From an optimization exercise on the open Yosys and OpenROAD flow, aimed at small area, a short achievable clock period and few clock cycles per item; shortcuts taken in it are not production practice. The RTL was checked by simulation tests, not by an equivalence proof against the original design.

job 101:
Design gimli_permutation_core, start of the top module:
module gimli_permutation_core #(
  parameter int NUMBER_OF_ROUNDS = 24
) (
  input  logic         clk,
  input  logic         rst,
  input  logic [383:0] din_state,
  input  logic         din_valid,
  output logic         din_ready,
  output logic [383:0] dout_state,
  output logic         dout_valid,
  input  logic         dout_ready,
  output logic         busy
);
Size in the first run: roughly 440 flip-flops, about 780 I/O pins.
==> flow/config.mk <==
export PLATFORM = sky130hd
export DESIGN_NAME = gimli_permutation_core
export DESIGN_NICKNAME = gimli_permutation_core
export VERILOG_FILES = /design/flow/design.v
export SDC_FILE = /design/flow/constraint.sdc
export NUM_CORES = 4
export LEC_CHECK = 0
export CAP_MARGIN = 20
export CORE_MARGIN = 2
export CORE_UTILIZATION = 60
export PLACE_DENSITY = 0.75
export SETUP_SLACK_MARGIN = 0.8
export SLEW_MARGIN = 20
==> flow/constraint.sdc <==
create_clock -name core_clock -period 3.5 [get_ports {clk}]
set_input_delay 0.7000 -clock core_clock [delete_from_list [all_inputs] [get_ports {clk}]]
set_output_delay 0.7000 -clock core_clock [all_outputs]
set_load 0.01 [all_outputs]
standard.sh (not shown) runs the stock make flow with config.mk's settings and CLKGATE_MAP_FILE= SYNTH_SCRIPT=/design/flow/synth_recipe.tcl, a recipe that flattens the netlist after the stock synthesis.
==> flow/flow/run.sh <==
#!/bin/bash
# Own layout flow: the standard layout (standard.sh), with the port
# buffers made as sky130_fd_sc_hd__buf_1 instead of the delay buffer that
# buffer_ports picks by default. Every input and output port still gets its
# own buffer; the resizer may resize them like any other cell.
set -euo pipefail
export BUFFER_PORTS_ARGS="-buffer_cell sky130_fd_sc_hd__buf_1"
bash standard.sh finish > standard_flow.log 2>&1
Testbench counts of job 101, summed over its fixed seeds: cycles 1,544, items 128.
What job 102 does differently from job 101 at the input level:
# job 101
export LEC_CHECK = 0
export CAP_MARGIN = 20
export CORE_MARGIN = 2
export CORE_UTILIZATION = 60
export PLACE_DENSITY = 0.75
export SETUP_SLACK_MARGIN = 0.8
export SLEW_MARGIN = 20
create_clock -name core_clock -period 3.5 [get_ports {clk}]
# job 102
export LEC_CHECK = 0
export CAP_MARGIN = 20
export CORE_MARGIN = 2
export CORE_UTILIZATION = 40
export PLACE_DENSITY = 0.6
export SETUP_SLACK_MARGIN = 0.2
export SLEW_MARGIN = 20
create_clock -name core_clock -period 3.5 [get_ports {clk}]
--- outcome ---
Job 102 finished end to end and its layout was clean on timing, DRC and antenna. Diff job 102 and job 101: fraction of area in registers lower in job 101. Summary of job 102 over job 101: first-pass GRT wire length went up.
## Diff of input files: job 103 against job 102
# job 102
export LEC_CHECK = 0
export CAP_MARGIN = 20
export CORE_MARGIN = 2
export CORE_UTILIZATION = 40
export PLACE_DENSITY = 0.6
export SETUP_SLACK_MARGIN = 0.2
export SLEW_MARGIN = 20
create_clock -name core_clock -period 3.5 [get_ports {clk}]
# job 103
export LEC_CHECK = 0
export CAP_MARGIN = 20
export CORE_MARGIN = 2
export CORE_UTILIZATION = 60
export PLACE_DENSITY = 0.75
export SETUP_SLACK_MARGIN = 0.5
export SLEW_MARGIN = 20
create_clock -name core_clock -period 3.5 [get_ports {clk}]
Notes after the runs:
Compared with job 102, job 103 shows post-layout utilization of the core higher by 25 points. Relative to job 102, the largest net degree at the start of global routing measured on job 103 has increased by more than a quarter. Compared job 103 vs job 102, and sum of routed wire segments on met1 is down in job 103. Job 103 and job 102 ended up with roughly the same flip-flop and latch area. Per the comparison of job 103 with job 102, number of setup buffers added after CTS moved up, area of all placed cells without fillers level, final routed wirelength across all metal layers moved down, sequential share of layout area level, final critical-path required period moved down.

---

Setup of run 1:
Another version of the RTL of gimli_permutation_core (not shown whole).
Size in the first run: ~3200 cells after synthesis, ~410 flip-flops, about 780 I/O pins.
Settings: LEC_CHECK=0, CAP_MARGIN=20, CORE_MARGIN=2, CORE_UTILIZATION=40, PLACE_DENSITY=0.6, SLEW_MARGIN=20; clock period 3.5 ns.
run.sh (not shown) runs the stock make flow with config.mk's settings and CLKGATE_MAP_FILE= SYNTH_SCRIPT=/design/flow/synth_recipe.tcl, a recipe that flattens the netlist after the stock synthesis.
Stock flow here: none of the scripts above is used.
The flow completed for run 1, but it is not clean: the layout still shows negative setup slack.
Testbench counts of run 1, summed over its fixed seeds: cycles 1,544, items 128.
> inputs changed (run 1 -> run 2)
Settings: setting SETUP_SLACK_MARGIN to 0.3 for the first time; changing CORE_UTILIZATION from 40 to 60; changing PLACE_DENSITY from 0.6 to 0.75.
==> flow/flow/run.sh (new file) <==
#!/bin/bash
# Own layout flow: the standard layout (standard.sh), with the port
# buffers made as sky130_fd_sc_hd__buf_1 instead of the delay buffer that
# buffer_ports picks by default. Every input and output port still gets its
# own buffer; the resizer may resize them like any other cell.
set -euo pipefail
export BUFFER_PORTS_ARGS="-buffer_cell sky130_fd_sc_hd__buf_1"
bash standard.sh finish > standard_flow.log 2>&1
==> flow/standard.sh (new file) <==
#!/bin/bash
# synth_recipe.tcl (not shown) runs the flow's synth.tcl, then flattens the netlist and writes it again
# the make line also repeats each setting of config.mk as NAME=value (left out here)
make -C /OpenROAD-flow-scripts/flow DESIGN_CONFIG=/design/flow/config.mk WORK_HOME=/design/flow/orfs CLKGATE_MAP_FILE= SYNTH_SCRIPT=/design/flow/synth_recipe.tcl "${@:-finish}"
removed: flow/run.sh
--- outcome ---
- The final layout from run 2, which completed every stage, passed the timing, DRC and antenna checks at the end of the flow.
- Between run 1 and run 2, the flow reports number of cells after detailed placement decreasing by more than 10%.
- When run 2 is set beside run 1, its sum of routed wire length over all layers turns out to be 13% smaller.
- The more densely filled core belongs to run 2, not run 1.
- Final critical-path setup slack: run 2 > run 1
- Going from run 1 to run 2, maximum frequency grew by 20 MHz; clock-cell share of area about even.
Changes in run 3 relative to run 2:
Settings: changing CORE_UTILIZATION from 60 to 40; changing SETUP_SLACK_MARGIN from 0.3 to 0.2; changing PLACE_DENSITY from 0.75 to 0.6.
--- outcome ---
The run showing the smaller routed length per placed instance is run 3.
Instance count on the critical path for run 3 is lower than for run 2.
Smallest hold slack, run 2 and run 3: lower on run 3
Run 2 vs run 3, worst-path cell with the longest stage delay: sky130_fd_sc_hd__a21oi_1 vs sky130_fd_sc_hd__o21ai_0
Diff run 2 -> run 3 | final cell count without fillers | up by a little under 10%

afterwards: timing with drivers on the ports:
How much do the figures lean on ideal ports? The routed layouts below were timed once more, with nothing changed but the port constraints. Step 1 sets driving cells, clkbuf_16 on the clock port and buf_2 on the other inputs (assumed; they add their load-dependent delay and slew). Step 2 also shifts input and output timing later by t, the mid clock arrival at the registers, as if the neighbouring blocks saw the same clock. a / b / c = ideal ports / drivers / drivers and shift; a / b = the first two.
| run | shift t [ns] | slack for setup (ns) | worst setup path after step 2 |
|---|---|---|---|
| job 101 | 0.669 | 0.646 / 0.646 / 0.345 | input to register |
| job 102 | 0.704 | 0.214 / 0.214 / 0.080 | input to register |
| job 103 | 0.679 | 0.412 / 0.412 / 0.231 | input to register |
| run 1 | 0.674 | -0.003 / -0.003 / -0.241 | input to register |
| run 2 | 0.669 | 0.221 / 0.221 / 0.120 | input to register |
| run 3 | 0.672 | 0.161 / 0.161 / 0.155 | input to register |
The setup slack of job 101, which loses most, moves by 0.000 ns with the drivers and by -0.301 ns with both steps.
